Background: an optimization exercise with open tools, aiming at small area, a short achievable clock period and few clock cycles per item. Do not read the settings as production practice.
In this exercise RTL edits were held to simulation tests only and were not proved equivalent to the original.

==> flow/design.v <==
`timescale 1ns / 1ps
`default_nettype none
package dsoyc_pkg;
    localparam int unsigned WYear    = 14;
    localparam int unsigned WMonth   = 4;
    localparam int unsigned WDay     = 5;
    localparam int unsigned WHour    = 5;
    localparam int unsigned WMinute  = 6;
    localparam int unsigned WSecond  = 6;
    localparam int unsigned WSeconds = 25;
    localparam int unsigned WDayNum  = 9;
    localparam int unsigned WTod     = 17;
    localparam logic [WYear-1:0]    YearMax  = 14'd9999;
    localparam logic [WSeconds-1:0] SecsMax  = 25'd31708799;
    localparam logic [WDayNum-1:0]  LastDayCommon = 9'd365;
    localparam logic [WDayNum-1:0]  LastDayLeap   = 9'd366;
    localparam logic [14:0] Div25Mul  = 15'd20972;
    localparam int unsigned Div25Sh   = 19;
    localparam logic [18:0] Div675Mul = 19'd397683;
    localparam int unsigned Div675Sh  = 28;
    localparam logic [12:0] Div225Mul = 13'd4661;
    localparam int unsigned Div225Sh  = 20;
    localparam logic [14:0] Div15Mul  = 15'd17477;
    localparam int unsigned Div15Sh   = 18;
    localparam logic [WMonth-1:0] MonthJan = 4'd1;
    localparam logic [WMonth-1:0] MonthMar = 4'd3;
    localparam logic [WMonth-1:0] MonthDec = 4'd12;
    function automatic logic [WDayNum-1:0] month_offset(input logic [WMonth-1:0] m,
                                                        input logic leap);
        logic [WDayNum-1:0] o;
        case (m)
            4'd1:    o = 9'd0;
            4'd2:    o = 9'd31;
            4'd3:    o = 9'd59;
            4'd4:    o = 9'd90;
            4'd5:    o = 9'd120;
            4'd6:    o = 9'd151;
            4'd7:    o = 9'd181;
            4'd8:    o = 9'd212;
            4'd9:    o = 9'd243;
            4'd10:   o = 9'd273;
            4'd11:   o = 9'd304;
            4'd12:   o = 9'd334;
            default: o = 9'd0;
        endcase
        if (leap && (m >= MonthMar) && (m <= MonthDec)) begin
            o = o + 9'd1;
        end
        month_offset = o;
    endfunction
endpackage
`default_nettype wire
`timescale 1ns / 1ps
`default_nettype none
module date_seconds_of_year_converter_unit (
    input  logic                            i_clk,
    input  logic                            i_rst_n,
    input  logic                            i_in_valid,
    output logic                            o_in_ready,
    input  logic                            i_in_mode,
    input  logic [dsoyc_pkg::WYear-1:0]     i_in_year,
    input  logic [dsoyc_pkg::WMonth-1:0]    i_in_month,
    input  logic [dsoyc_pkg::WDay-1:0]      i_in_day,
    input  logic [dsoyc_pkg::WHour-1:0]     i_in_hour,
    input  logic [dsoyc_pkg::WMinute-1:0]   i_in_minute,
    input  logic [dsoyc_pkg::WSecond-1:0]   i_in_second,
    input  logic [dsoyc_pkg::WSeconds-1:0]  i_in_seconds,
    output logic                            o_out_valid,
    input  logic                            i_out_ready,
    output logic [dsoyc_pkg::WSeconds-1:0]  o_out_seconds,
    output logic [dsoyc_pkg::WMonth-1:0]    o_out_month,
    output logic [dsoyc_pkg::WDay-1:0]      o_out_day,
    output logic [dsoyc_pkg::WHour-1:0]     o_out_hour,
    output logic [dsoyc_pkg::WMinute-1:0]   o_out_minute,
    output logic [dsoyc_pkg::WSecond-1:0]   o_out_second,
    output logic                            o_out_range_error
);
    function automatic logic [8:0] offc(input logic [3:0] m);
        case (m)
            4'd2:    offc = 9'd31;
            4'd3:    offc = 9'd59;
            4'd4:    offc = 9'd90;
            4'd5:    offc = 9'd120;
            4'd6:    offc = 9'd151;
            4'd7:    offc = 9'd181;
            4'd8:    offc = 9'd212;
            4'd9:    offc = 9'd243;
            4'd10:   offc = 9'd273;
            4'd11:   offc = 9'd304;
            4'd12:   offc = 9'd334;
            default: offc = 9'd0;
        endcase
    endfunction
    logic r_v1, r_v2, r_v3;
    logic r_out_valid, r_out_nvalid;
    logic en;
    assign en         = !r_out_valid || i_out_ready;
    assign o_in_ready = r_out_nvalid || i_out_ready;
    logic        r1_mode;
    logic        r1_leap, r1_yerr;
    logic [25:0] r1_pay;
    logic [7:0]  r1_p;
    logic        r2_mode, r2_err, r2_leap;
    logic [25:0] r2_pay;
    logic        r3_mode, r3_err;
    logic [25:0] r3_pay;
    logic [25:0] r_o_f;
    logic        r_o_z0, r_o_z1;
    logic        r_o_err;
    logic [25:0] n1_pay;
    logic [7:0]  n1_p;
    logic [11:0] n1_qi;
    logic        n1_leap, n1_yerr;
    dsoyc_inv25 u_inv25 (.q(i_in_year[13:2]), .p(n1_qi));
    assign n1_leap = (i_in_year[1:0] == 2'b00) && ((n1_qi > 12'd163) || (i_in_year[3:2] == 2'b00));
    assign n1_yerr = (i_in_year > 14'd9999);
    assign n1_p   = 8'(i_in_seconds[24:18]) + 8'(i_in_seconds[24:19]) + 8'(i_in_seconds[24:22]) + 8'd6;
    assign n1_pay = i_in_mode ? {1'b0, i_in_seconds}
                              : {i_in_month, i_in_day, i_in_hour, i_in_minute, i_in_second};
    logic        n2_leap, n2_yerr, n2_err0, n2_err1, n2_err, n2_lm;
    logic [3:0]  n2_month;
    logic [4:0]  n2_day;
    logic [4:0]  n2_hour;
    logic [5:0]  n2_minute, n2_second;
    logic [8:0]  n2_dd;
    logic [16:0] n2_tod;
    logic [24:0] n2_secs;
    logic [8:0]  n2_dq;
    logic [25:0] n2_pay;
    dsoyc_tod   u_tod   (.h(n2_hour), .m(n2_minute), .s(n2_second), .t(n2_tod));
    dsoyc_div675 u_div675 (.x(n2_secs[24:7]), .p(r1_p), .q(n2_dq));
    always_comb begin
        n2_leap = r1_leap;
        n2_yerr = r1_yerr;
        {n2_month, n2_day, n2_hour, n2_minute, n2_second} = r1_pay;
        n2_err0 = n2_yerr || (n2_month == 4'd0) || (n2_month > 4'd12) || (n2_day == 5'd0) ||
                  (n2_hour > 5'd23) || (n2_minute > 6'd59) || (n2_second > 6'd59);
        n2_lm   = n2_leap && (n2_month >= 4'd3);
        n2_dd   = 9'(n2_day) + offc(n2_month) + 9'(n2_lm);
        n2_secs = r1_pay[24:0];
        n2_err1 = n2_yerr;   
        n2_err  = r1_mode ? n2_err1 : n2_err0;
        n2_pay  = r1_mode ? {n2_dq, ~n2_secs[16:7], n2_secs[6:0]} : {n2_dd, n2_tod};
    end
    logic [16:0] n3_tod;
    logic [8:0]  n3_dq;
    logic [6:0]  n3_low;
    logic [17:0] n3_y;
    logic [12:1] n3_c;
    logic [8:0]  n3_dl;
    logic        n3_err;
    logic [3:0]  n3_mon;
    logic [4:0]  n3_dom;
    logic [25:0] n3_pay;
    assign n3_tod = r2_pay[16:0];
    assign n3_dq  = r2_pay[25:17];
    assign n3_low = r2_pay[6:0];
    dsoyc_mac675 u_mac675 (.a(r2_pay[25:17]), .b(r2_pay[16:7]), .y(n3_y));
    always_comb begin
        n3_dl    = n3_dq - 9'(r2_leap);
        n3_c[1]  = (n3_dq != 9'd0);
        n3_c[2]  = (n3_dq > 9'd31);
        n3_c[3]  = n3_c[2] && (n3_dl > 9'd59);
        n3_c[4]  = n3_c[2] && (n3_dl > 9'd90);
        n3_c[5]  = n3_c[2] && (n3_dl > 9'd120);
        n3_c[6]  = n3_c[2] && (n3_dl > 9'd151);
        n3_c[7]  = n3_c[2] && (n3_dl > 9'd181);
        n3_c[8]  = n3_c[2] && (n3_dl > 9'd212);
        n3_c[9]  = n3_c[2] && (n3_dl > 9'd243);
        n3_c[10] = n3_c[2] && (n3_dl > 9'd273);
        n3_c[11] = n3_c[2] && (n3_dl > 9'd304);
        n3_c[12] = n3_c[2] && (n3_dl > 9'd334);
        n3_mon = 4'd0;
        for (int i = 1; i <= 12; i++) begin
            if (n3_c[i]) n3_mon = 4'(i);
        end
        n3_dom  = n3_c[3] ? n3_dl[4:0] : n3_dq[4:0];
        n3_err  = r2_err || (r2_mode && ((n3_dq > 9'd366) || ((n3_dq == 9'd366) && !r2_leap)));
        n3_pay = r2_mode ? {n3_mon, n3_dom, ~n3_y[9:0], n3_low[6:4], n3_low[3:0]}
                         : {1'b0, n3_y[17:10], ~n3_y[9:0], n3_tod[6:0]};
    end
    logic        c_mode, c_err;
    logic [25:0] c_pay;
    logic [3:0]  c_mon;
    logic [4:0]  c_dom;
    logic [4:0]  c_day;
    logic [12:0] c_u;
    logic [3:0]  c_low;
    logic [4:0]  c_h;
    logic [10:0] c_tm;
    assign c_mode = r3_mode;
    assign c_err  = r3_err;
    assign c_pay  = r3_pay;
    assign {c_mon, c_dom, c_u, c_low} = c_pay;
    dsoyc_div225 u_div225 (.u(c_u), .q(c_h));
    dsoyc_div15  u_div15  (.v({c_u, c_low[3:2]}), .q(c_tm));
    assign c_day = c_dom - 5'(offc(c_mon));
    always_ff @(posedge i_clk) begin
        if (!i_rst_n) begin
            r_v1        <= 1'b0;
            r_v2        <= 1'b0;
            r_v3        <= 1'b0;
            r_out_valid  <= 1'b0;
            r_out_nvalid <= 1'b1;
        end else begin
            if (en) begin
                r_v1        <= i_in_valid;
                r_v2        <= r_v1;
                r_v3        <= r_v2;
                r_out_valid  <= r_v3;
                r_out_nvalid <= !r_v3;
            end
        end
    end
    always_ff @(posedge i_clk) begin
        if (en) begin
            r1_mode <= i_in_mode;
            r1_leap <= n1_leap;
            r1_yerr <= n1_yerr;
            r1_pay  <= n1_pay;
            r1_p    <= n1_p;
            r2_mode <= r1_mode;
            r2_err  <= n2_err;
            r2_leap <= n2_leap;
            r2_pay  <= n2_pay;
            r3_mode <= r2_mode;
            r3_err  <= n3_err;
            r3_pay  <= n3_pay;
            r_o_err <= c_err;
            r_o_z0  <= !c_err && !c_mode;
            r_o_z1  <= !c_err && c_mode;
            r_o_f   <= c_mode ? {c_mon, c_day, c_h, c_tm[5:0], c_u[1:0], c_low}
                              : {c_pay[25:17], ~c_pay[16:7], c_pay[6:0]};
        end
    end
    assign o_out_valid       = r_out_valid;
    assign o_out_seconds     = r_o_f[24:0] & {25{r_o_z0}};
    logic [5:0] o_mi;
    logic [3:0] o_rm;
    assign o_mi = r_o_f[11:6] + {r_o_f[15:12], 2'b00};
    assign o_rm = r_o_f[5:2] + r_o_f[9:6];
    assign {o_out_month, o_out_day, o_out_hour} = r_o_f[25:12] & {14{r_o_z1}};
    assign o_out_minute = o_mi & {6{r_o_z1}};
    assign o_out_second = {o_rm, r_o_f[1:0]} & {6{r_o_z1}};
    assign o_out_range_error = r_o_err;
endmodule
module dsoyc_div675 (input wire [17:0] x, input wire [7:0] p, output wire [20:12] q);
    wire t1;
    wire t2;
    wire t3;
    wire t4;
    wire t5;
    wire t6;
    wire t7;
    wire t8;
    wire t9;
    wire t10;
    wire t11;
    wire t12;
    wire t13;
    wire t14;
    wire t15;
    wire t16;
    wire t17;
    wire t18;
    wire t19;
    wire t20;
    wire t21;
    wire t22;
    wire t23;
    wire t24;
    wire t25;
    wire t26;
    wire t27;
    wire t28;
    wire t29;
    wire t30;
    wire t31;
    wire t32;
    wire t33;
    wire t34;
    wire t35;
    wire t36;
    wire t37;
    wire t38;
    wire t39;
    wire t40;
    wire t41;
    wire t42;
    wire t43;
    wire t44;
    wire t45;
    wire t46;
    wire t47;
    wire t48;
    wire t49;
    wire t50;
    wire t51;
    wire t52;
    wire t53;
    wire t54;
    wire t55;
    wire t56;
    wire t57;
    wire t58;
    wire t59;
    wire t60;
    wire t61;
    wire t62;
    wire t63;
    wire t64;
    wire t65;
    wire t66;
    wire t67;
    wire t68;
    wire t69;
    wire t70;
    wire t71;
    wire t72;
    wire t73;
    wire t74;
    wire t75;
    wire t76;
    wire t77;
    wire t78;
    wire t79;
    wire t80;
    wire t81;
    wire t82;
    wire t83;
    wire t84;
    wire t85;
    wire t86;
    wire t87;
    wire t88;
    wire t89;
    wire t90;
    wire t91;
    wire t92;
    wire t93;
    wire t94;
    wire t95;
    wire t96;
    wire [21:0] ra, rb, rs;
    assign t1 = x[11] ^ x[9];
    assign t2 = x[11] & x[9];
    assign t3 = x[12] ^ x[10] ^ x[6];
    assign t4 = (x[12] & x[10]) | (x[12] & x[6]) | (x[10] & x[6]);
    assign t5 = x[1] ^ x[0];
    assign t6 = x[1] & x[0];
    assign t7 = x[13] ^ x[11] ^ x[7];
    assign t8 = (x[13] & x[11]) | (x[13] & x[7]) | (x[11] & x[7]);
    assign t9 = x[2] ^ x[1] ^ p[3];
    assign t10 = (x[2] & x[1]) | (x[2] & p[3]) | (x[1] & p[3]);
    assign t11 = x[14] ^ x[12] ^ x[8];
    assign t12 = (x[14] & x[12]) | (x[14] & x[8]) | (x[12] & x[8]);
    assign t13 = x[3] ^ x[2] ^ p[4];
    assign t14 = (x[3] & x[2]) | (x[3] & p[4]) | (x[2] & p[4]);
    assign t15 = x[15] ^ x[13] ^ x[9];
    assign t16 = (x[15] & x[13]) | (x[15] & x[9]) | (x[13] & x[9]);
    assign t17 = x[4] ^ x[3] ^ p[5];
    assign t18 = (x[4] & x[3]) | (x[4] & p[5]) | (x[3] & p[5]);
    assign t19 = x[16] ^ x[14] ^ x[10];
    assign t20 = (x[16] & x[14]) | (x[16] & x[10]) | (x[14] & x[10]);
    assign t21 = x[5] ^ x[4] ^ p[6];
    assign t22 = (x[5] & x[4]) | (x[5] & p[6]) | (x[4] & p[6]);
    assign t23 = x[17] ^ x[15] ^ x[11];
    assign t24 = (x[17] & x[15]) | (x[17] & x[11]) | (x[15] & x[11]);
    assign t25 = x[6] ^ x[5] ^ p[7];
    assign t26 = (x[6] & x[5]) | (x[6] & p[7]) | (x[5] & p[7]);
    assign t27 = x[16] ^ x[12] ^ x[7];
    assign t28 = (x[16] & x[12]) | (x[16] & x[7]) | (x[12] & x[7]);
    assign t29 = x[17] ^ x[13];
    assign t30 = x[17] & x[13];
    assign t31 = x[10] ^ x[8];
    assign t32 = x[10] & x[8];
    assign t33 = t1 ^ x[5] ^ x[0];
    assign t34 = (t1 & x[5]) | (t1 & x[0]) | (x[5] & x[0]);
    assign t35 = t2 ^ t3 ^ t5;
    assign t36 = (t2 & t3) | (t2 & t5) | (t3 & t5);
    assign t37 = t4 ^ t6 ^ t7;
    assign t38 = (t4 & t6) | (t4 & t7) | (t6 & t7);
    assign t39 = t8 ^ t10 ^ t11;
    assign t40 = (t8 & t10) | (t8 & t11) | (t10 & t11);
    assign t41 = t12 ^ t14 ^ t15;
    assign t42 = (t12 & t14) | (t12 & t15) | (t14 & t15);
    assign t43 = t16 ^ t18 ^ t19;
    assign t44 = (t16 & t18) | (t16 & t19) | (t18 & t19);
    assign t45 = t20 ^ t22 ^ t23;
    assign t46 = (t20 & t22) | (t20 & t23) | (t22 & t23);
    assign t47 = t24 ^ t26 ^ t27;
    assign t48 = (t24 & t26) | (t24 & t27) | (t26 & t27);
    assign t49 = t28 ^ t29 ^ x[8];
    assign t50 = (t28 & t29) | (t28 & x[8]) | (t29 & x[8]);
    assign t51 = t30 ^ x[14] ^ x[9];
    assign t52 = (t30 & x[14]) | (t30 & x[9]) | (x[14] & x[9]);
    assign t53 = x[15] ^ x[10];
    assign t54 = x[15] & x[10];
    assign t55 = x[16] ^ x[11];
    assign t56 = x[16] & x[11];
    assign t57 = x[17] ^ x[12];
    assign t58 = x[17] & x[12];
    assign t59 = t31 ^ x[4];
    assign t60 = t31 & x[4];
    assign t61 = t32 ^ t33 ^ p[1];
    assign t62 = (t32 & t33) | (t32 & p[1]) | (t33 & p[1]);
    assign t63 = t34 ^ t35 ^ p[2];
    assign t64 = (t34 & t35) | (t34 & p[2]) | (t35 & p[2]);
    assign t65 = t36 ^ t37 ^ t9;
    assign t66 = (t36 & t37) | (t36 & t9) | (t37 & t9);
    assign t67 = t38 ^ t39 ^ t13;
    assign t68 = (t38 & t39) | (t38 & t13) | (t39 & t13);
    assign t69 = t40 ^ t41 ^ t17;
    assign t70 = (t40 & t41) | (t40 & t17) | (t41 & t17);
    assign t71 = t42 ^ t43 ^ t21;
    assign t72 = (t42 & t43) | (t42 & t21) | (t43 & t21);
    assign t73 = t44 ^ t45 ^ t25;
    assign t74 = (t44 & t45) | (t44 & t25) | (t45 & t25);
    assign t75 = t46 ^ t47 ^ x[6];
    assign t76 = (t46 & t47) | (t46 & x[6]) | (t47 & x[6]);
    assign t77 = t48 ^ t49 ^ x[7];
    assign t78 = (t48 & t49) | (t48 & x[7]) | (t49 & x[7]);
    assign t79 = t50 ^ t51 ^ x[8];
    assign t80 = (t50 & t51) | (t50 & x[8]) | (t51 & x[8]);
    assign t81 = t52 ^ t53 ^ x[9];
    assign t82 = (t52 & t53) | (t52 & x[9]) | (t53 & x[9]);
    assign t83 = t54 ^ t55 ^ x[10];
    assign t84 = (t54 & t55) | (t54 & x[10]) | (t55 & x[10]);
    assign t85 = t56 ^ t57 ^ x[11];
    assign t86 = (t56 & t57) | (t56 & x[11]) | (t57 & x[11]);
    assign t87 = t58 ^ x[13] ^ x[12];
    assign t88 = (t58 & x[13]) | (t58 & x[12]) | (x[13] & x[12]);
    assign t89 = x[14] ^ x[13];
    assign t90 = x[14] & x[13];
    assign t91 = x[15] ^ x[14];
    assign t92 = x[15] & x[14];
    assign t93 = x[16] ^ x[15];
    assign t94 = x[16] & x[15];
    assign t95 = x[17] ^ x[16];
    assign t96 = x[17] & x[16];
    assign ra = {1'b0, 1'b0, t96, t94, t92, t90, t88, t86, t84, t82, t80, t78, t76, t74, t72, t70, t68, t66, t64, t62, t60, t59};
    assign rb = {1'b0, 1'b0, x[17], t95, t93, t91, t89, t87, t85, t83, t81, t79, t77, t75, t73, t71, t69, t67, t65, t63, t61, p[0]};
    assign rs = ra + rb;
    assign q = rs[20:12];
endmodule
module dsoyc_div225 (input wire [12:0] u, output wire [13:9] q);
    wire t1;
    wire t2;
    wire t3;
    wire t4;
    wire t5;
    wire t6;
    wire t7;
    wire t8;
    wire t9;
    wire t10;
    wire t11;
    wire t12;
    wire t13;
    wire t14;
    wire t15;
    wire t16;
    wire t17;
    wire t18;
    wire t19;
    wire t20;
    wire t21;
    wire t22;
    wire t23;
    wire t24;
    wire t25;
    wire t26;
    wire t27;
    wire t28;
    wire t29;
    wire t30;
    wire t31;
    wire t32;
    wire t33;
    wire t34;
    wire t35;
    wire t36;
    wire t37;
    wire t38;
    wire t39;
    wire t40;
    wire t41;
    wire t42;
    wire t43;
    wire t44;
    wire t45;
    wire t46;
    wire t47;
    wire t48;
    wire t49;
    wire t50;
    wire t51;
    wire t52;
    wire t53;
    wire t54;
    wire [14:0] ra, rb, rs;
    assign t1 = u[9] ^ u[7];
    assign t2 = u[9] & u[7];
    assign t3 = u[10] ^ u[8] ^ u[7];
    assign t4 = (u[10] & u[8]) | (u[10] & u[7]) | (u[8] & u[7]);
    assign t5 = u[3] ^ u[0];
    assign t6 = u[3] & u[0];
    assign t7 = u[11] ^ u[9] ^ u[8];
    assign t8 = (u[11] & u[9]) | (u[11] & u[8]) | (u[9] & u[8]);
    assign t9 = u[4] ^ u[1];
    assign t10 = u[4] & u[1];
    assign t11 = u[12] ^ u[10] ^ u[9];
    assign t12 = (u[12] & u[10]) | (u[12] & u[9]) | (u[10] & u[9]);
    assign t13 = u[5] ^ u[2];
    assign t14 = u[5] & u[2];
    assign t15 = u[11] ^ u[10] ^ u[6];
    assign t16 = (u[11] & u[10]) | (u[11] & u[6]) | (u[10] & u[6]);
    assign t17 = u[12] ^ u[11];
    assign t18 = u[12] & u[11];
    assign t19 = t1 ^ u[6];
    assign t20 = t1 & u[6];
    assign t21 = t2 ^ t3 ^ t5;
    assign t22 = (t2 & t3) | (t2 & t5) | (t3 & t5);
    assign t23 = t4 ^ t6 ^ t7;
    assign t24 = (t4 & t6) | (t4 & t7) | (t6 & t7);
    assign t25 = t8 ^ t10 ^ t11;
    assign t26 = (t8 & t10) | (t8 & t11) | (t10 & t11);
    assign t27 = t12 ^ t14 ^ t15;
    assign t28 = (t12 & t14) | (t12 & t15) | (t14 & t15);
    assign t29 = t16 ^ t17 ^ u[7];
    assign t30 = (t16 & t17) | (t16 & u[7]) | (t17 & u[7]);
    assign t31 = t18 ^ u[12] ^ u[8];
    assign t32 = (t18 & u[12]) | (t18 & u[8]) | (u[12] & u[8]);
    assign t33 = t19 ^ u[2];
    assign t34 = t19 & u[2];
    assign t35 = t20 ^ t21 ^ 1'b1;
    assign t36 = (t20 & t21) | (t20 & 1'b1) | (t21 & 1'b1);
    assign t37 = t22 ^ t23 ^ t9;
    assign t38 = (t22 & t23) | (t22 & t9) | (t23 & t9);
    assign t39 = t24 ^ t25 ^ t13;
    assign t40 = (t24 & t25) | (t24 & t13) | (t25 & t13);
    assign t41 = t26 ^ t27 ^ u[3];
    assign t42 = (t26 & t27) | (t26 & u[3]) | (t27 & u[3]);
    assign t43 = t28 ^ t29 ^ u[4];
    assign t44 = (t28 & t29) | (t28 & u[4]) | (t29 & u[4]);
    assign t45 = t30 ^ t31 ^ u[5];
    assign t46 = (t30 & t31) | (t30 & u[5]) | (t31 & u[5]);
    assign t47 = t32 ^ u[9] ^ u[6];
    assign t48 = (t32 & u[9]) | (t32 & u[6]) | (u[9] & u[6]);
    assign t49 = u[10] ^ u[7];
    assign t50 = u[10] & u[7];
    assign t51 = u[11] ^ u[8];
    assign t52 = u[11] & u[8];
    assign t53 = u[12] ^ u[9];
    assign t54 = u[12] & u[9];
    assign ra = {1'b0, u[12], u[11], t54, t52, t50, t48, t46, t44, t42, t40, t38, t36, t34, t33};
    assign rb = {1'b0, 1'b0, 1'b0, u[10], t53, t51, t49, t47, t45, t43, t41, t39, t37, t35, 1'b1};
    assign rs = ra + rb;
    assign q = rs[13:9];
endmodule
module dsoyc_div15 (input wire [14:0] v, output wire [16:6] q);
    wire t1;
    wire t2;
    wire t3;
    wire t4;
    wire t5;
    wire t6;
    wire t7;
    wire t8;
    wire t9;
    wire t10;
    wire t11;
    wire t12;
    wire t13;
    wire t14;
    wire t15;
    wire t16;
    wire t17;
    wire t18;
    wire t19;
    wire t20;
    wire t21;
    wire t22;
    wire t23;
    wire t24;
    wire t25;
    wire t26;
    wire t27;
    wire t28;
    wire t29;
    wire t30;
    wire t31;
    wire t32;
    wire t33;
    wire t34;
    wire t35;
    wire t36;
    wire t37;
    wire t38;
    wire t39;
    wire t40;
    wire t41;
    wire t42;
    wire t43;
    wire t44;
    wire t45;
    wire t46;
    wire [17:0] ra, rb, rs;
    assign t1 = v[12] ^ v[8];
    assign t2 = v[12] & v[8];
    assign t3 = v[13] ^ v[9];
    assign t4 = v[13] & v[9];
    assign t5 = v[14] ^ v[10];
    assign t6 = v[14] & v[10];
    assign t7 = t1 ^ v[4];
    assign t8 = t1 & v[4];
    assign t9 = t2 ^ t3 ^ v[5];
    assign t10 = (t2 & t3) | (t2 & v[5]) | (t3 & v[5]);
    assign t11 = t4 ^ t5 ^ v[6];
    assign t12 = (t4 & t5) | (t4 & v[6]) | (t5 & v[6]);
    assign t13 = t6 ^ v[11] ^ v[7];
    assign t14 = (t6 & v[11]) | (t6 & v[7]) | (v[11] & v[7]);
    assign t15 = v[12] ^ v[8];
    assign t16 = v[12] & v[8];
    assign t17 = v[13] ^ v[9];
    assign t18 = v[13] & v[9];
    assign t19 = v[14] ^ v[10];
    assign t20 = v[14] & v[10];
    assign t21 = v[10] ^ v[6];
    assign t22 = v[10] & v[6];
    assign t23 = v[11] ^ v[7] ^ v[3];
    assign t24 = (v[11] & v[7]) | (v[11] & v[3]) | (v[7] & v[3]);
    assign t25 = t7 ^ v[0] ^ 1'b1;
    assign t26 = (t7 & v[0]) | (t7 & 1'b1) | (v[0] & 1'b1);
    assign t27 = t8 ^ t9 ^ v[1];
    assign t28 = (t8 & t9) | (t8 & v[1]) | (t9 & v[1]);
    assign t29 = t10 ^ t11 ^ v[2];
    assign t30 = (t10 & t11) | (t10 & v[2]) | (t11 & v[2]);
    assign t31 = t12 ^ t13 ^ v[3];
    assign t32 = (t12 & t13) | (t12 & v[3]) | (t13 & v[3]);
    assign t33 = t14 ^ t15 ^ v[4];
    assign t34 = (t14 & t15) | (t14 & v[4]) | (t15 & v[4]);
    assign t35 = t16 ^ t17 ^ v[5];
    assign t36 = (t16 & t17) | (t16 & v[5]) | (t17 & v[5]);
    assign t37 = t18 ^ t19 ^ v[6];
    assign t38 = (t18 & t19) | (t18 & v[6]) | (t19 & v[6]);
    assign t39 = t20 ^ v[11] ^ v[7];
    assign t40 = (t20 & v[11]) | (t20 & v[7]) | (v[11] & v[7]);
    assign t41 = v[12] ^ v[8];
    assign t42 = v[12] & v[8];
    assign t43 = v[13] ^ v[9];
    assign t44 = v[13] & v[9];
    assign t45 = v[14] ^ v[10];
    assign t46 = v[14] & v[10];
    assign ra = {1'b0, v[14], v[13], v[12], t46, t44, t42, t40, t38, t36, t34, t32, t30, t28, t26, t24, t22, t21};
    assign rb = {1'b0, 1'b0, 1'b0, 1'b0, v[11], t45, t43, t41, t39, t37, t35, t33, t31, t29, t27, t25, t23, v[2]};
    assign rs = ra + rb;
    assign q = rs[16:6];
endmodule
module dsoyc_tod (input wire [4:0] h, input wire [5:0] m, input wire [5:0] s, output wire [16:0] t);
    wire t1;
    wire t2;
    wire t3;
    wire t4;
    wire t5;
    wire t6;
    wire t7;
    wire t8;
    wire t9;
    wire t10;
    wire t11;
    wire t12;
    wire t13;
    wire t14;
    wire t15;
    wire t16;
    wire t17;
    wire t18;
    wire t19;
    wire t20;
    wire t21;
    wire t22;
    wire t23;
    wire t24;
    wire t25;
    wire t26;
    wire t27;
    wire t28;
    wire t29;
    wire t30;
    wire [16:0] ra, rb, rs;
    assign t1 = ~m[0] ^ s[2];
    assign t2 = ~m[0] & s[2];
    assign t3 = ~m[1] ^ s[3];
    assign t4 = ~m[1] & s[3];
    assign t5 = h[0] ^ ~m[2] ^ s[4];
    assign t6 = (h[0] & ~m[2]) | (h[0] & s[4]) | (~m[2] & s[4]);
    assign t7 = h[1] ^ ~m[3] ^ s[5];
    assign t8 = (h[1] & ~m[3]) | (h[1] & s[5]) | (~m[3] & s[5]);
    assign t9 = h[2] ^ m[0] ^ ~m[4];
    assign t10 = (h[2] & m[0]) | (h[2] & ~m[4]) | (m[0] & ~m[4]);
    assign t11 = h[3] ^ m[1] ^ ~m[5];
    assign t12 = (h[3] & m[1]) | (h[3] & ~m[5]) | (m[1] & ~m[5]);
    assign t13 = h[4] ^ m[2] ^ 1'b1;
    assign t14 = (h[4] & m[2]) | (h[4] & 1'b1) | (m[2] & 1'b1);
    assign t15 = ~h[0] ^ m[3];
    assign t16 = ~h[0] & m[3];
    assign t17 = ~h[1] ^ m[4];
    assign t18 = ~h[1] & m[4];
    assign t19 = ~h[2] ^ m[5];
    assign t20 = ~h[2] & m[5];
    assign t21 = h[0] ^ ~h[3];
    assign t22 = h[0] & ~h[3];
    assign t23 = h[1] ^ ~h[4];
    assign t24 = h[1] & ~h[4];
    assign t25 = h[2] ^ 1'b1;
    assign t26 = h[2] & 1'b1;
    assign t27 = h[3] ^ 1'b1;
    assign t28 = h[3] & 1'b1;
    assign t29 = h[4] ^ 1'b1;
    assign t30 = h[4] & 1'b1;
    assign ra = {t28, t26, t24, t22, t20, t18, t16, t14, t12, t10, t8, t6, t4, t2, t1, s[1], s[0]};
    assign rb = {t29, t27, t25, t23, t21, t19, t17, t15, t13, t11, t9, t7, t5, t3, 1'b1, 1'b0, 1'b0};
    assign rs = ra + rb;
    assign t = rs[16:0];
endmodule
module dsoyc_mac675 (input wire [8:0] a, input wire [9:0] b, output wire [17:0] y);
    wire t1;
    wire t2;
    wire t3;
    wire t4;
    wire t5;
    wire t6;
    wire t7;
    wire t8;
    wire t9;
    wire t10;
    wire t11;
    wire t12;
    wire t13;
    wire t14;
    wire t15;
    wire t16;
    wire t17;
    wire t18;
    wire t19;
    wire t20;
    wire t21;
    wire t22;
    wire t23;
    wire t24;
    wire t25;
    wire t26;
    wire t27;
    wire t28;
    wire t29;
    wire t30;
    wire t31;
    wire t32;
    wire t33;
    wire t34;
    wire t35;
    wire t36;
    wire t37;
    wire t38;
    wire t39;
    wire t40;
    wire t41;
    wire t42;
    wire t43;
    wire t44;
    wire t45;
    wire t46;
    wire t47;
    wire t48;
    wire t49;
    wire t50;
    wire t51;
    wire t52;
    wire t53;
    wire t54;
    wire [17:0] ra, rb, rs;
    assign t1 = a[7] ^ a[6];
    assign t2 = a[7] & a[6];
    assign t3 = a[8] ^ a[7] ^ a[3];
    assign t4 = (a[8] & a[7]) | (a[8] & a[3]) | (a[7] & a[3]);
    assign t5 = a[8] ^ a[4] ^ a[2];
    assign t6 = (a[8] & a[4]) | (a[8] & a[2]) | (a[4] & a[2]);
    assign t7 = a[5] ^ a[4];
    assign t8 = a[5] & a[4];
    assign t9 = a[6] ^ a[5] ^ a[1];
    assign t10 = (a[6] & a[5]) | (a[6] & a[1]) | (a[5] & a[1]);
    assign t11 = t1 ^ a[2] ^ a[0];
    assign t12 = (t1 & a[2]) | (t1 & a[0]) | (a[2] & a[0]);
    assign t13 = t2 ^ t3 ^ a[1];
    assign t14 = (t2 & t3) | (t2 & a[1]) | (t3 & a[1]);
    assign t15 = t4 ^ t5 ^ a[0];
    assign t16 = (t4 & t5) | (t4 & a[0]) | (t5 & a[0]);
    assign t17 = t6 ^ a[5] ^ a[3];
    assign t18 = (t6 & a[5]) | (t6 & a[3]) | (a[5] & a[3]);
    assign t19 = a[6] ^ a[4];
    assign t20 = a[6] & a[4];
    assign t21 = a[7] ^ a[5];
    assign t22 = a[7] & a[5];
    assign t23 = a[8] ^ a[6];
    assign t24 = a[8] & a[6];
    assign t25 = a[1] ^ a[0];
    assign t26 = a[1] & a[0];
    assign t27 = a[2] ^ a[1] ^ b[2];
    assign t28 = (a[2] & a[1]) | (a[2] & b[2]) | (a[1] & b[2]);
    assign t29 = a[3] ^ a[2] ^ b[3];
    assign t30 = (a[3] & a[2]) | (a[3] & b[3]) | (a[2] & b[3]);
    assign t31 = a[4] ^ a[3] ^ b[4];
    assign t32 = (a[4] & a[3]) | (a[4] & b[4]) | (a[3] & b[4]);
    assign t33 = t7 ^ a[0] ^ b[5];
    assign t34 = (t7 & a[0]) | (t7 & b[5]) | (a[0] & b[5]);
    assign t35 = t8 ^ t9 ^ b[6];
    assign t36 = (t8 & t9) | (t8 & b[6]) | (t9 & b[6]);
    assign t37 = t10 ^ t11 ^ b[7];
    assign t38 = (t10 & t11) | (t10 & b[7]) | (t11 & b[7]);
    assign t39 = t12 ^ t13 ^ b[8];
    assign t40 = (t12 & t13) | (t12 & b[8]) | (t13 & b[8]);
    assign t41 = t14 ^ t15 ^ b[9];
    assign t42 = (t14 & t15) | (t14 & b[9]) | (t15 & b[9]);
    assign t43 = t16 ^ t17 ^ a[1];
    assign t44 = (t16 & t17) | (t16 & a[1]) | (t17 & a[1]);
    assign t45 = t18 ^ t19 ^ a[2];
    assign t46 = (t18 & t19) | (t18 & a[2]) | (t19 & a[2]);
    assign t47 = t20 ^ t21 ^ a[3];
    assign t48 = (t20 & t21) | (t20 & a[3]) | (t21 & a[3]);
    assign t49 = t22 ^ t23 ^ a[4];
    assign t50 = (t22 & t23) | (t22 & a[4]) | (t23 & a[4]);
    assign t51 = t24 ^ a[7] ^ a[5];
    assign t52 = (t24 & a[7]) | (t24 & a[5]) | (a[7] & a[5]);
    assign t53 = a[8] ^ a[6];
    assign t54 = a[8] & a[6];
    assign ra = {a[8], t54, t52, t50, t48, t46, t44, t42, t40, t38, t36, t34, t32, t30, t28, t26, t25, a[0]};
    assign rb = {1'b0, a[7], t53, t51, t49, t47, t45, t43, t41, t39, t37, t35, t33, t31, t29, t27, b[1], b[0]};
    assign rs = ra + rb;
    assign y = rs[17:0];
endmodule
module dsoyc_inv25 (input wire [11:0] q, output wire [11:0] p);
    wire t1;
    wire t2;
    wire t3;
    wire t4;
    wire t5;
    wire t6;
    wire t7;
    wire t8;
    wire t9;
    wire t10;
    wire t11;
    wire t12;
    wire t13;
    wire t14;
    wire t15;
    wire t16;
    wire t17;
    wire t18;
    wire t19;
    wire t20;
    wire [11:0] ra, rb, rs;
    assign t1 = q[11] ^ q[8];
    assign t2 = q[11] & q[8];
    assign t3 = q[10] ^ q[7];
    assign t4 = q[10] & q[7];
    assign t5 = t1 ^ q[6] ^ q[1];
    assign t6 = (t1 & q[6]) | (t1 & q[1]) | (q[6] & q[1]);
    assign t7 = q[5] ^ q[2];
    assign t8 = q[5] & q[2];
    assign t9 = q[6] ^ q[3] ^ q[1];
    assign t10 = (q[6] & q[3]) | (q[6] & q[1]) | (q[3] & q[1]);
    assign t11 = q[7] ^ q[4] ^ q[2];
    assign t12 = (q[7] & q[4]) | (q[7] & q[2]) | (q[4] & q[2]);
    assign t13 = q[8] ^ q[5] ^ q[3];
    assign t14 = (q[8] & q[5]) | (q[8] & q[3]) | (q[5] & q[3]);
    assign t15 = q[9] ^ q[6] ^ q[4];
    assign t16 = (q[9] & q[6]) | (q[9] & q[4]) | (q[6] & q[4]);
    assign t17 = t3 ^ q[5] ^ q[0];
    assign t18 = (t3 & q[5]) | (t3 & q[0]) | (q[5] & q[0]);
    assign t19 = t4 ^ t5 ^ q[0];
    assign t20 = (t4 & t5) | (t4 & q[0]) | (t5 & q[0]);
    assign ra = {t18, t16, t14, t12, t10, t8, t7, q[4], q[3], q[2], q[1], q[0]};
    assign rb = {t19, t17, t15, t13, t11, t9, q[0], q[1], q[0], 1'b0, 1'b0, 1'b0};
    assign rs = ra + rb;
    assign p = rs[11:0];
endmodule
`default_nettype wire
==> flow/flow/run.sh <==
#!/bin/bash
# The standard layout with two changes:
#  - the port buffers are sky130_fd_sc_hd__buf_1 cells;
#  - synthesis runs the standard flow's synthesis script with yosys's synth called with -noabc
#    as well (flow/synth.tcl), so the generic abc pass does not restructure the
#    carry-save adders before they are mapped to full and half adder cells.
#    Registers are inferred exactly as in the standard synthesis.
set -euo pipefail
here=$(pwd)
sed -e 's|SETUP_SLACK_MARGIN=5 |SETUP_SLACK_MARGIN=5 BUFFER_PORTS_ARGS="-buffer_cell sky130_fd_sc_hd__buf_1" RECOVER_POWER=100 |' \
    -e "s|SYNTH_SCRIPT=[^ ]*|SYNTH_SCRIPT=$here/flow/synth.tcl|" standard.sh > standard_b.sh
bash standard_b.sh > standard.log 2>&1
==> flow/flow/synth.tcl <==
proc synth {args} { yosys synth -nofsm -noshare -noabc {*}$args }
source $::env(SCRIPTS_DIR)/synth.tcl
# left out here: clear keep_hierarchy, flatten, clean up, hide names made inside functions, write 1_2_yosys.v
==> flow/standard.sh <==
#!/bin/bash
# synth_recipe.tcl (not shown) runs the flow's synth.tcl, then flattens the netlist and writes it again
# the make line also repeats each setting of config.mk as NAME=value (left out here)
make -C /OpenROAD-flow-scripts/flow DESIGN_CONFIG=/design/flow/config.mk WORK_HOME=/design/flow/orfs CLKGATE_MAP_FILE= SYNTH_SCRIPT=/design/flow/synth_recipe.tcl "${@:-finish}"
==> flow/config.mk <==
export PLATFORM = sky130hd
export DESIGN_NAME = date_seconds_of_year_converter_unit
export DESIGN_NICKNAME = date_seconds_of_year_converter_unit
export VERILOG_FILES = /design/flow/design.v
export SDC_FILE = /design/flow/constraint.sdc
export NUM_CORES = 4
export LEC_CHECK = 0
export CAP_MARGIN = 20
export CORE_MARGIN = 2
export CORE_UTILIZATION = 40
export CTS_BUF_LIST = sky130_fd_sc_hd__clkbuf_8
export SETUP_SLACK_MARGIN = 5
export SLEW_MARGIN = 20
==> flow/constraint.sdc <==
create_clock -name core_clock -period 9.0 [get_ports {i_clk}]
set_input_delay 1.8000 -clock core_clock [delete_from_list [all_inputs] [get_ports {i_clk}]]
set_output_delay 1.8000 -clock core_clock [all_outputs]
set_load 0.01 [all_outputs]
==> qor.yml, run 1 <==
synth_edf_count: 123
drtIter0Drc: 405
drt_wl_total_mm: 26.2
overflow: 0
critPathMaxFanout: 83
yosysWarnings: 1
grt_pass1_wl_mm: 44.1
required_ns: 9.05
cts_made_buffers: 17
antenna_found_initial: 0
synth_compound_area_share_pct: 12.7
synth_top_family_by_area: "adder cells"
end_kind: "flip-flop"
period_needed_ns: 4.85
die_w_um: 183
seq_area_frac_synth_pct: 29.6
worst_pin_slew_ns: 1.93
syn-cell-area_um2: 12800
relSlewSlack_pct: -29.4
syn-num-nets: 1513
synth_xor_area_share_pct: 5.24
worst-setup-path-type: "in -> reg"
period_share_pct: 53.9
place_ws_ns: 4.57
timing.fmax_mhz: 206
setup_ws_ns: 4.15
r2r_setup_slack_ns: 4.58
nets: 1705
cts_tree: "yes"
die_h_um: 183
cap_violations: 2
synthAdderAreaFrac_pct: 34.5
port_buffers: 123
rows: 65
area_growth_pct: 14.9
synthSimpleGateAreaFrac_pct: 11.3
finalSetupViolations: 0
drc_errors: 0
ys_seq_elements: 128
min_from: "r2_pay[2]$_DFFE_PP_"
ant_nets: 0
yosys-mux-area-fraction_pct: 3.76
root_buffer: "clkbuf_8"
cts_num_sinks: 128
dpl.hpwl_mm: 19.4
grt_start_max_net_pins: 84
synth.distinct_cells: 79
num_vias: 9043
rsz0062_at_grt: "true"
vias_per_cell: 5.15
wl_per_cell_um: 14.9
clock_path_buffers: 2
whs_path_depth: 0
clock_latency_ns: 0.46
critPathSlowestCell: "clkinvlp_2"
crit_family: "buffers and inverters"
final-hold-violation-count: 0
hold_buffers: 0
reg2reg_to: "r3_pay[21]$_DFFE_PP_"
clk_pin_slew_ns: 0.07
drive_gt1_share_pct: 12.2
grt_pass1_vias: 9055
start_kind: "input port"
antenna_cells: 0
globalplace.congestion: 0.868
holdPathEnd: "r3_pay[2]$_DFFE_PP_"
synth_cells: 1150
start_util_pct: 40.6
slew_violations: 87
clock_skew_ns: 0.0176
timing.setup.tns_ns: 0
r2r_start: "r2_pay[19]$_DFFE_PP_"
status: "failed layout checks"
reg2regPathDepth: 12
synth_ff_type: "edfxtp_1"
min_path_type: "reg -> reg"
ioPinCount: 124
dr.pass1.iters: 5
cts_max_level: 4
core_area_um2: 31600
slowest_delay_ns: 1.60
critPathBufInv: 3
synth-async-reset-ratio_pct: 0
cp.arrival_ns: 4.90
grt_usage_pct: 16.4
synth_area_per_cell_um2: 11.1
violations: "max-capacitance violations, max-slew violations"
path_cells: "clkbuf_1, nor2b_1, clkinvlp_2, buf_4"
design.die.area_um2: 33500
cells in the final DEF (no fill, tap or decap), types with 36 or more instances in the layout:
master / instances
nor2_1: 73
a21oi_1: 65
buf_1: 120
o21ai_0: 39
inv_1: 74
ha_1: 190
edfxtp_1: 123
xnor2_1: 49
buf_4: 62
fa_1: 98
and2_1: 36
nand2_1: 52
worst reg2reg max path, cell delays in order (launching register included):
cell and delay [ns]:
edfxtp_1 0.39, clkbuf_1 0.18, clkbuf_1 0.62, fa_1 0.55, ha_1 0.36, a21oi_1 0.24, o211ai_1 0.16, o41ai_1 0.69
o2111ai_1 0.27, a211o_1 0.33, a21oi_1 0.15, xor2_1 0.15, mux2i_1 0.09
cell type report:
cell class,count,area (um2)
Fill cell,2971,16800
Timing Repair Buffer,193,983
Clock buffer,17,234
Inverter,78,294
Tap cell,402,503
Multi-Input combinational cell,924,8680
Clock inverter,15,241
Sequential cell,128,3790
registers in the layout (all words and copies together), names as in the netlist, 8 cells and up:
name,count
r1_p,8
r1_pay,26
r3_pay,26
r_o_f,26
r2_pay,26
cell usage after synthesis (9+ instances only):
cell	number	area share (%)
o21ai_0	40	1.6
nand2b_1	9	0.44
nand3_1	16	0.62
ha_1	192	19
nor2_1	73	2.1
o21a_1	11	0.64
a21oi_1	69	2.7
nor3_1	23	0.90
mux2i_1	11	0.86
xnor2_1	49	3.3
mux2_2	33	2.9
nand2_1	52	1.5
clkbuf_1	19	0.56
inv_1	76	2.2
fa_1	101	16
xor2_1	24	1.6
edfxtp_1	123	29
and2_1	52	2.5
and3_1	10	0.49
nor2b_1	14	0.68
nand4_1	9	0.44
o21bai_1	10	0.59
a21o_1	19	1.1
metal layers:
| metal | vias to the layer above | part of all wire (%) | GRT usage, % |
|---|---|---|---|
| li1 | 4524 | - | - |
| met2 | 186 | 49 | 28.2 |
| met1 | 4308 | 46 | 21.4 |
| met4 | 0 | 1.4 | 4.22 |
| met5 | - | 0 | 0 |
| met3 | 25 | 3.3 | 2.62 |
logic make-up (layout without fill, tap and decap cells):
family,after synthesis,after routing
adder cells (fa/ha/maj),293,293
flip-flops,128,128
buffers and inverters,98,303
AO/OA/AOI/OAI,231,231
XOR/XNOR,75,75
AND/OR/NAND/NOR,281,281
multiplexers,44,44
worst max-delay path by stage:
stage / start / to / slack (ns) / cells after the start
finish: i_out_ready / r_o_f[16]$_DFFE_PP_ / 4.15 / 4
global route: i_out_ready / r_o_f[0]$_DFFE_PP_ / 3.79 / 4
CTS: r1_pay[19]$_DFFE_PP_ / r2_pay[23]$_DFFE_PP_ / 4.96 / 13
detailed placement: r1_pay[24]$_DFFE_PP_ / r2_pay[23]$_DFFE_PP_ / 4.57 / 12
global placement: r1_pay[24]$_DFFE_PP_ / r2_pay[23]$_DFFE_PP_ / 4.69 / 12
floorplan: i_out_ready / r1_leap$_DFFE_PP_ / 4.78 / 2
through the flow:
| stage | cell area [um2] | utilization, % | cells | hold WS, ns |
|---|---|---|---|---|
| after floorplan | 12800 | - | 1150 | 0.400 |
| after global placement | 13700 | 43.5 | 1658 | 0.402 |
| after detailed placement | 13700 | 43.5 | 1658 | 0.405 |
| after CTS | 14600 | 46.2 | 1732 | 0.418 |
| after global routing | 14700 | 46.7 | 1757 | 0.432 |
| final | 14700 | 46.7 | 1757 | 0.415 |
what timing repair did:
| action | CTS | global route |
|---|---|---|
| setup endpoints to repair | 17 | 19 |
| resized for setup | 15 | 33 |
| pin swaps | 8 | 48 |
| setup buffers | 42 | 25 |
Testbench counts, summed over its fixed seeds: cycles 24,032, items 24,000.
==> inputs of run 2 (changes only) <==
--- a/flow/flow/run.sh
+++ b/flow/flow/run.sh
@@ -9,3 +9,3 @@
 here=$(pwd)
-sed -e 's|SETUP_SLACK_MARGIN=5 |SETUP_SLACK_MARGIN=5 BUFFER_PORTS_ARGS="-buffer_cell sky130_fd_sc_hd__buf_1" RECOVER_POWER=100 |' \
+sed -e 's|SETUP_SLACK_MARGIN=5 |SETUP_SLACK_MARGIN=5 BUFFER_PORTS_ARGS="-buffer_cell sky130_fd_sc_hd__buf_1" |' \
     -e "s|SYNTH_SCRIPT=[^ ]*|SYNTH_SCRIPT=$here/flow/synth.tcl|" standard.sh > standard_b.sh
--- a/flow/config.mk
+++ b/flow/config.mk
@@ -7,3 +7,3 @@
 export LEC_CHECK = 0
-export CAP_MARGIN = 20
+export CAP_MARGIN = 5
 export CORE_MARGIN = 2
@@ -12,2 +12,2 @@
 export SETUP_SLACK_MARGIN = 5
-export SLEW_MARGIN = 20
+export SLEW_MARGIN = 5
==> qor.yml, run 2 <==
globalplace.congestion: 0.868
dpl.hpwl_mm: 19.4
status: "no timing/DRC/antenna violations"
dr.pass1.iters: 4
ys_seq_elements: 128
timing.fmax_mhz: 248
synthSimpleGateAreaFrac_pct: 11.3
critPathBufInv: 2
worst-setup-path-type: "in -> out"
cts_made_buffers: 17
rsz0062_at_grt: "true"
cts_num_sinks: 128
required_ns: 7.20
slowest_delay_ns: 0.22
synth-async-reset-ratio_pct: 0
root_buffer: "clkbuf_8"
yosysMostFrequentCell: "ha_1"
vias_per_cell: 5.12
overflow: 0
crit_family: "buffers and inverters"
multi_input_area_um2: 8850
area_growth_pct: 16.5
synth_cells: 1150
period_needed_ns: 4.03
final-hold-violation-count: 0
design.die.area_um2: 33500
fillerInstances: 2935
synth_xor_area_share_pct: 5.24
synth_area_leaders: "edfxtp_1 (29%), ha_1 (19%), fa_1 (16%), xnor2_1 (3.3%), mux2_2 (2.9%)"
wl_per_cell_um: 14.9
clock_skew_ns: 0.0194
ys_top_cells_by_count: "ha_1 (192), edfxtp_1 (123), fa_1 (101), inv_1 (76), nor2_1 (73)"
timing.setup.tns_ns: 0
critPathMaxFanout: 2
path_common_cell: "buf_6"
synth.distinct_cells: 79
synth.largest_area_cell: "edfxtp_1"
yosys-mux-area-fraction_pct: 3.76
synth_compound_area_share_pct: 12.7
finalSetupViolations: 0
drt_wl_total_mm: 26.2
place_area_um2: 13700
syn-cell-area_um2: 12800
hold_buffers: 0
syn-num-nets: 1513
antenna_found_initial: 0
ioPinCount: 124
synth_top_family_by_area: "adder cells"
fin_util_pct: 47.3
synthAdderAreaFrac_pct: 34.5
rows: 65
die_h_um: 183
yosysTopAreaCellShare_pct: 28.8
seq_area_um2: 3790
die_w_um: 183
final_cell_mix: "ha_1 (189), edfxtp_1 (123), buf_1 (121)"
ant_nets: 0
end_kind: "primary output"
drc_errors: 0
start_kind: "input port"
worst_pin_slew_ns: 1.03
cts_max_level: 4
relSlewSlack_pct: 31.3
grt_start_max_net_pins: 84
fin_hold_ws_ns: 0.415
mostFrequentLayoutCell: "ha_1"
clock_path_buffers: 2
nets: 1705
drtIter0Drc: 350
port_buffers: 123
grt_pass1_wl_mm: 44.1
cp.arrival_ns: 2.23
synth_edf_count: 123
clock_latency_ns: 0.46
fin_area_um2: 14900
slew_violations: 0
num_vias: 9000
critPathSlowestCell: "or2_4"
start_util_pct: 40.6
period_share_pct: 44.8
antenna_cells: 0
yosysWarnings: 1
core_area_um2: 31600
grt_usage_pct: 16.4
synth_ff_type: "edfxtp_1"
cts_tree: "yes"
drive_gt1_share_pct: 14.4
grt_pass1_vias: 9055
cap_violations: 0
seq_area_frac_synth_pct: 29.6
path_cells: "buf_6, or2_4, buf_6"
synth_area_per_cell_um2: 11.1
clk_pin_slew_ns: 0.08
min_path_type: "reg -> reg"
[run 2: cell type report]
class                           count  share of cell area (%)
Clock buffer                       17                    1.57
Clock inverter                     15                    1.62
Inverter                           78                    1.99
Multi-Input combinational cell    924                    59.3
Sequential cell                   128                    25.4
Tap cell                          402                    3.37
Timing Repair Buffer              193                    6.77
[run 2: cells by family (layout without fill, tap and decap cells)]
family          after synthesis  count (layout)
simple gates                281             281
fa+ha+maj                   293             293
flops                       128             128
compound gates              231             231
buf+inv                      98             303
mux                          44              44
xor+xnor                     75              75
[run 2: final timing paths]
kind / from / endpoint / slack [ns] / depth (start not counted)
worst max-delay path: i_out_ready / o_in_ready / 4.97 / 3
worst min-delay path: r2_pay[2]$_DFFE_PP_ / r3_pay[2]$_DFFE_PP_ / 0.41 / 0
worst min register to register: r2_pay[2]$_DFFE_PP_ / r3_pay[2]$_DFFE_PP_ / 0.41 / 0
worst max register to register: r1_pay[20]$_DFFE_PP_ / r2_pay[18]$_DFFE_PP_ / 5.06 / 12
[run 2: timing repair]
item | 4_1_cts | 5_1_grt
resized for setup | 15 | 33
setup buffers | 42 | 25
pin swaps | 8 | 48
endpoints found under the setup margin | 17 | 19
[run 2: worst register-to-register path, delay by kind of cell, from the launching register on]
kind	cells	cell delay [ns]
xor gates and xnor gates	1	0.08
adders and majority gates	4	1.77
and+or+nand+nor	1	0.14
muxes	1	0.25
DFF	1	0.52
AOI/OAI and AO/OA	5	0.94
[run 2: per-layer routing]
metal / part of all wire, % / vias to the layer above / routed length, um / GRT usage (%)
met1: 46 / 4270 / 12100 / 21.4
met3: 3.3 / 22 / 850 / 2.62
met2: 49 / 186 / 12900 / 28.2
met4: 1.3 / 0 / 334 / 4.22
met5: 0 / - / 0 / 0
li1: - / 4522 / - / -
[run 2: per-stage QoR]
step | cells | worst slack [ns]
after floorplan | 1150 | 4.78
after global placement | 1658 | 4.69
after detailed placement | 1658 | 4.57
after CTS | 1732 | 4.96
after global routing | 1757 | 4.89
final | 1757 | 4.97
==> inputs of run 3 (changes only) <==
--- a/flow/config.mk
+++ b/flow/config.mk
@@ -7,7 +7,8 @@
 export LEC_CHECK = 0
-export CAP_MARGIN = 5
+export CAP_MARGIN = 20
 export CORE_MARGIN = 2
-export CORE_UTILIZATION = 40
+export CORE_UTILIZATION = 45
 export CTS_BUF_LIST = sky130_fd_sc_hd__clkbuf_8
+export PLACE_DENSITY = 0.65
 export SETUP_SLACK_MARGIN = 5
-export SLEW_MARGIN = 5
+export SLEW_MARGIN = 20
==> qor.yml, run 3 <==
overflow: 0
nets: 1703
cts_max_level: 4
final-hold-violation-count: 0
cap_violations: 0
syn-cell-area_um2: 12800
drive_gt1_share_pct: 14.0
yosysTopAreaCellShare_pct: 28.8
ioPinCount: 124
mostFrequentLayoutCell: "ha_1"
slew_violations: 0
design.die.area_um2: 29800
synth-async-reset-ratio_pct: 0
synth_ff_type: "edfxtp_1"
clock_latency_ns: 0.46
seq_area_frac_synth_pct: 29.6
clock_path_buffers: 2
required_ns: 7.20
critPathBufInv: 2
period_needed_ns: 4.04
timing.setup.tns_ns: 0
cts_tree: "yes"
rsz0062_at_grt: "true"
drtIter0Drc: 411
synth_area_per_cell_um2: 11.1
drt_wl_total_mm: 25.7
wl_per_cell_um: 14.9
grt_start_max_net_pins: 57
core_area_um2: 27900
cp.arrival_ns: 2.24
setup_ws_ns: 4.96
synth_edf_count: 123
syn-num-nets: 1513
grt_pass1_vias: 8695
start_util_pct: 45.9
ant_nets: 0
status: "no timing/DRC/antenna violations"
path_cells: "buf_6, or2_4, buf_6"
relSlewSlack_pct: 50.0
grt_pass1_wl_mm: 41.8
drc_errors: 0
dpl.hpwl_mm: 19.4
fin_hold_ws_ns: 0.417
yosysMostFrequentCell: "ha_1"
critPathSlowestCell: "or2_4"
die_h_um: 173
vias_per_cell: 5.21
yosysWarnings: 1
final_cell_mix: "ha_1 (188), edfxtp_1 (123), buf_1 (121)"
worst-setup-path-type: "in -> out"
start_kind: "input port"
place_ws_ns: 4.64
critPathMaxFanout: 2
crit_family: "buffers and inverters"
num_vias: 9011
globalplace.congestion: 0.873
synth_cells: 1150
area_growth_pct: 14.9
cts_made_buffers: 17
synth.distinct_cells: 79
crit_start: "i_out_ready"
worst_pin_slew_ns: 0.748
ys_top_cells_by_count: "ha_1 (192), edfxtp_1 (123), fa_1 (101), inv_1 (76), nor2_1 (73)"
grt_usage_pct: 17.1
clock_skew_ns: 0.0119
antenna_cells: 0
path_common_cell: "buf_6"
finalSetupViolations: 0
port_buffers: 123
cts_num_sinks: 128
clk_pin_slew_ns: 0.08
root_buffer: "clkbuf_8"
min_path_type: "reg -> reg"
synth_area_leaders: "edfxtp_1 (29%), ha_1 (19%), fa_1 (16%), xnor2_1 (3.3%), mux2_2 (2.9%)"
fillerInstances: 2492
end_kind: "primary output"
synth.largest_area_cell: "edfxtp_1"
antenna_found_initial: 0
r2r_start: "r1_pay[19]$_DFFE_PP_"
min_from: "r2_pay[1]$_DFFE_PP_"
dr.pass1.iters: 7
rows: 61
period_share_pct: 44.8
timing.fmax_mhz: 248
die_w_um: 173
slowest_delay_ns: 0.22
ys_seq_elements: 128
hold_buffers: 0
==> run 3: cell counts after synthesis <==
Identical to the previous run, type by type.
==> run 3: worst reg2reg max path: stages, from the launching register on <==
cell and delay (ns):
edfxtp_1 0.50, buf_6 0.17, fa_1 0.51, fa_1 0.58, fa_1 0.44, ha_1 0.32, nand2_1 0.06, nor2_1 0.11
o31a_1 0.21, o21ai_4 0.09, o311ai_2 0.26, nand2_1 0.11, xnor2_1 0.13, mux2_2 0.25
==> run 3: through the flow <==
stage	cell area (um2)	util [%]	std cells
CTS	14400	51.6	1708
floorplan	12800	-	1150
global placement	13700	49.1	1635
detailed placement	13700	49.1	1635
global route	14700	52.7	1731
finish	14700	52.7	1731
==> run 3: path summary, 6_finish.rpt <==
check	depth (start not counted)	end	slack (ns)
setup / recovery	3	o_in_ready	4.96
hold / removal	0	r3_pay[1]$_DFFE_PP_	0.42
setup reg to reg	13	r2_pay[23]$_DFFE_PP_	5.01
hold reg to reg	0	r3_pay[1]$_DFFE_PP_	0.42
==> run 3: final cells by class <==
cell class	instances	area, um2	area share, %
Clock inverter	15	145	0.986
Multi-Input combinational cell	924	8790	59.7
Inverter	78	297	2.01
Timing Repair Buffer	191	996	6.76
Sequential cell	128	3790	25.8
Tap cell	378	473	3.21
Clock buffer	17	234	1.59
==> run 3: cells by family (layout without fill, tap and decap cells) <==
logic type	Yosys count	count (layout)	share of synthesized area (%)
adder cells (fa/ha/maj)	293	293	34.5
AND/OR/NAND/NOR	281	281	11.3
AO/OA/AOI/OAI	231	231	12.7
flip-flops	128	128	29.6
buffers and inverters	98	301	2.87
XOR/XNOR	75	75	5.24
multiplexers	44	44	3.76
==> run 3: timing repair <==
item	4_1_cts	5_1_grt
setup endpoints to repair	17	19
pin swaps	2	27
buffers inserted	41	23
gates resized for setup	10	30
==> run 3: per-layer routing <==
layer	wire, um	GRT usage (%)	vias to the layer above
met5	0	0	-
met4	221	3.74	0
met3	794	2.66	19
met2	12900	30.0	167
met1	11800	22.3	4310
li1	-	-	4515
==> inputs of run 4 (changes only) <==
--- a/flow/config.mk
+++ b/flow/config.mk
@@ -9,5 +9,5 @@
 export CORE_MARGIN = 2
-export CORE_UTILIZATION = 45
+export CORE_UTILIZATION = 50
 export CTS_BUF_LIST = sky130_fd_sc_hd__clkbuf_8
-export PLACE_DENSITY = 0.65
+export PLACE_DENSITY = 0.7
 export SETUP_SLACK_MARGIN = 5
==> qor.yml, run 4 <==
ant_nets: 0
syn-num-nets: 1513
gr-usage-met3_pct: 2.93
period_needed_ns: 4.08
synth_area_per_cell_um2: 11.1
status: "no timing/DRC/antenna violations"
worst_pin_slew_ns: 0.946
die_h_um: 164
fillerInstances: 2036
slowest_delay_ns: 0.55
synth_edf_count: 123
yosys-mux-area-fraction_pct: 3.76
cap_violations: 0
antenna_found_initial: 0
grt_use_met2_pct: 34.1
start_kind: "flip-flop"
wl_per_cell_um: 15.4
required_ns: 9.17
cts_max_level: 4
reg2regPathDepth: 14
synth_ff_type: "edfxtp_1"
port_buffers: 123
grt_busiest_layer: "met2"
syn-cell-area_um2: 12800
synth_area_leaders: "edfxtp_1 (29%), ha_1 (19%), fa_1 (16%), xnor2_1 (3.3%), mux2_2 (2.9%)"
relSlewSlack_pct: 36.9
drtIter0Drc: 439
synthAdderAreaFrac_pct: 34.5
start_util_pct: 50.9
dr.pass1.iters: 5
clock_skew_ns: 0.0132
setup_ws_ns: 4.92
dp.cells: 1586
grt_pass1_wl_mm: 41.6
path_common_cell: "fa_1"
finalSetupViolations: 0
ys_top_cells_by_count: "ha_1 (192), edfxtp_1 (123), fa_1 (101), inv_1 (76), nor2_1 (73)"
rsz0062_at_grt: "true"
slew_violations: 0
synth_cells: 1150
rows: 58
crit_start: "r1_pay[19]$_DFFE_PP_"
reg2reg_to: "r2_pay[22]$_DFFE_PP_"
r2r_setup_slack_ns: 4.92
yosysMostFrequentCell: "ha_1"
seq_area_frac_synth_pct: 29.6
synth.largest_area_cell: "edfxtp_1"
r2r_start: "r1_pay[19]$_DFFE_PP_"
place_ws_ns: 4.67
use_met1_pct: 24.7
design.die.area_um2: 26900
vias_per_cell: 5.37
clk_pin_slew_ns: 0.08
drive_gt1_share_pct: 14.5
synth-async-reset-ratio_pct: 0
synthSimpleGateAreaFrac_pct: 11.3
final-hold-violation-count: 0
antenna_cells: 0
mostFrequentLayoutCell: "ha_1"
grt_pass1_vias: 8821
critPathSlowestCell: "fa_1"
worst-setup-path-type: "reg -> reg"
min_path_type: "reg -> reg"
synth.distinct_cells: 79
critPathMaxFanout: 4
ioPinCount: 124
dpl.hpwl_mm: 18.9
cts_made_buffers: 17
cp.arrival_ns: 4.25
ys_seq_elements: 128
synth_compound_area_share_pct: 12.7
grt_usage_pct: 19.3
overflow: 0
nets: 1698
timing.fmax_mhz: 245
path_cells: "buf_4, fa_1, fa_1, fa_2, ha_1, nand3_2, a21boi_1, o31a_1, o21ai_4, buf_6, o311ai_4, a21oi_2, xor2_1, a21oi_1"
root_buffer: "clkbuf_8"
clock_latency_ns: 0.44
drc_errors: 0
cts_tree: "yes"
end_kind: "flip-flop"
crit_end: "r2_pay[22]$_DFFE_PP_"
yosysTopAreaCellShare_pct: 28.8
core_area_um2: 25200
area_growth_pct: 15.9
stdcell_count: 1678
num_vias: 9003
grt_start_max_net_pins: 78
timing.setup.tns_ns: 0
drt_wl_total_mm: 25.8
yosysWarnings: 1
synth_xor_area_share_pct: 5.24
synth_top_family_by_area: "adder cells"
period_share_pct: 45.4
die_w_um: 164
cts_num_sinks: 128
globalplace.congestion: 0.861
final_cell_mix: "ha_1 (188), edfxtp_1 (123), buf_1 (121)"
clock_path_buffers: 2
## run 4: cell counts after synthesis
Identical to the previous run, type by type.
## run 4: worst min path at each step
stage          depth (start not counted)             endpoint                 from  slack, ns
6_report                               0  r3_pay[1]$_DFFE_PP_  r2_pay[1]$_DFFE_PP_       0.42
5_1_grt                                0  r3_pay[1]$_DFFE_PP_  r2_pay[1]$_DFFE_PP_       0.43
4_1_cts                                0  r3_pay[1]$_DFFE_PP_  r2_pay[1]$_DFFE_PP_       0.42
3_5_place_dp                           0  r3_pay[5]$_DFFE_PP_  r2_pay[5]$_DFFE_PP_       0.40
3_3_place_gp                           0  r3_pay[6]$_DFFE_PP_  r2_pay[6]$_DFFE_PP_       0.40
2_1_floorplan                          0  r2_pay[0]$_DFFE_PP_  r1_pay[0]$_DFFE_PP_       0.40
## run 4: worst max-delay path, delay by kind of cell, from the launching register on
kind,cells,cell delay (ns)
fa+ha+maj,4,1.81
compound gates,6,1.03
flops,1,0.43
buf+inv,2,0.31
xor+xnor,1,0.16
simple gates,1,0.09
## run 4: layout make-up
class / count / area (um2) / share of cell area, %
multi-input cells: 924 / 8890 / 59.8
repair buffers: 186 / 990 / 6.66
clock buffers: 17 / 234 / 1.57
clock inverters: 15 / 240 / 1.62
well taps: 330 / 413 / 2.78
flip-flops and latches: 128 / 3790 / 25.5
inverters: 78 / 297 / 2.00
## run 4: cell families (layout without fill, tap and decap cells)
logic type / count (synthesis) / after routing
flops: 128 / 128
compound gates: 231 / 231
buf+inv: 98 / 296
simple gates: 281 / 281
fa+ha+maj: 293 / 293
xor+xnor: 75 / 75
mux: 44 / 44
## run 4: per-stage QoR
step	hold WS, ns	area (um2)	utilization [%]
floorplan	0.400	12800	-
global placement	0.400	13600	54.2
detailed placement	0.405	13600	54.2
CTS	0.419	14400	57.4
global route	0.426	14900	59.0
finish	0.415	14900	59.0
## run 4: repair_timing
item / 4_1_cts / 5_1_grt
pin swaps: 8 / 44
gates resized for setup: 15 / 48
setup buffers: 38 / 21
setup endpoints to repair: 17 / 20
hold buffers: 0 / 0
## run 4: routing by layer
metal  part of all wire, %  routed length [um]
met1                    44               11200
met2                    51               13200
met3                   3.7                 947
met4                   1.3                 339
met5                     0                   0

-- re-timing with driven ports --
No port has a modelled driver above. Below, the same layouts with a new extraction and two added sets of constraints.
Step 1 (the two cells are an assumption about what drives the block):
set clk [get_ports {i_clk}]
set_driving_cell -lib_cell sky130_fd_sc_hd__clkbuf_16 $clk
set_driving_cell -lib_cell sky130_fd_sc_hd__buf_2 [delete_from_list [all_inputs] $clk]
Step 2 times the ports against the registers' clock, not the clock port: input delays grow and output delays shrink by t, the midpoint of the rising clock arrivals with the driver on.
Slacks: ideal ports / drivers / drivers and shift; pairs: ideal ports / drivers.
run	t, ns	slack for setup (ns)	worst slew at a driven data input, ns
run 1	0.493	4.153 / 4.173 / 3.679	0.04
run 2	0.495	4.965 / 4.934 / 4.741	0.04
run 3	0.490	4.964 / 4.930 / 4.749	0.04
run 4	0.481	4.917 / 4.917 / 4.753	0.05
The setup slack of run 1, which loses most, moves by +0.020 ns with the drivers and by -0.474 ns with both steps.
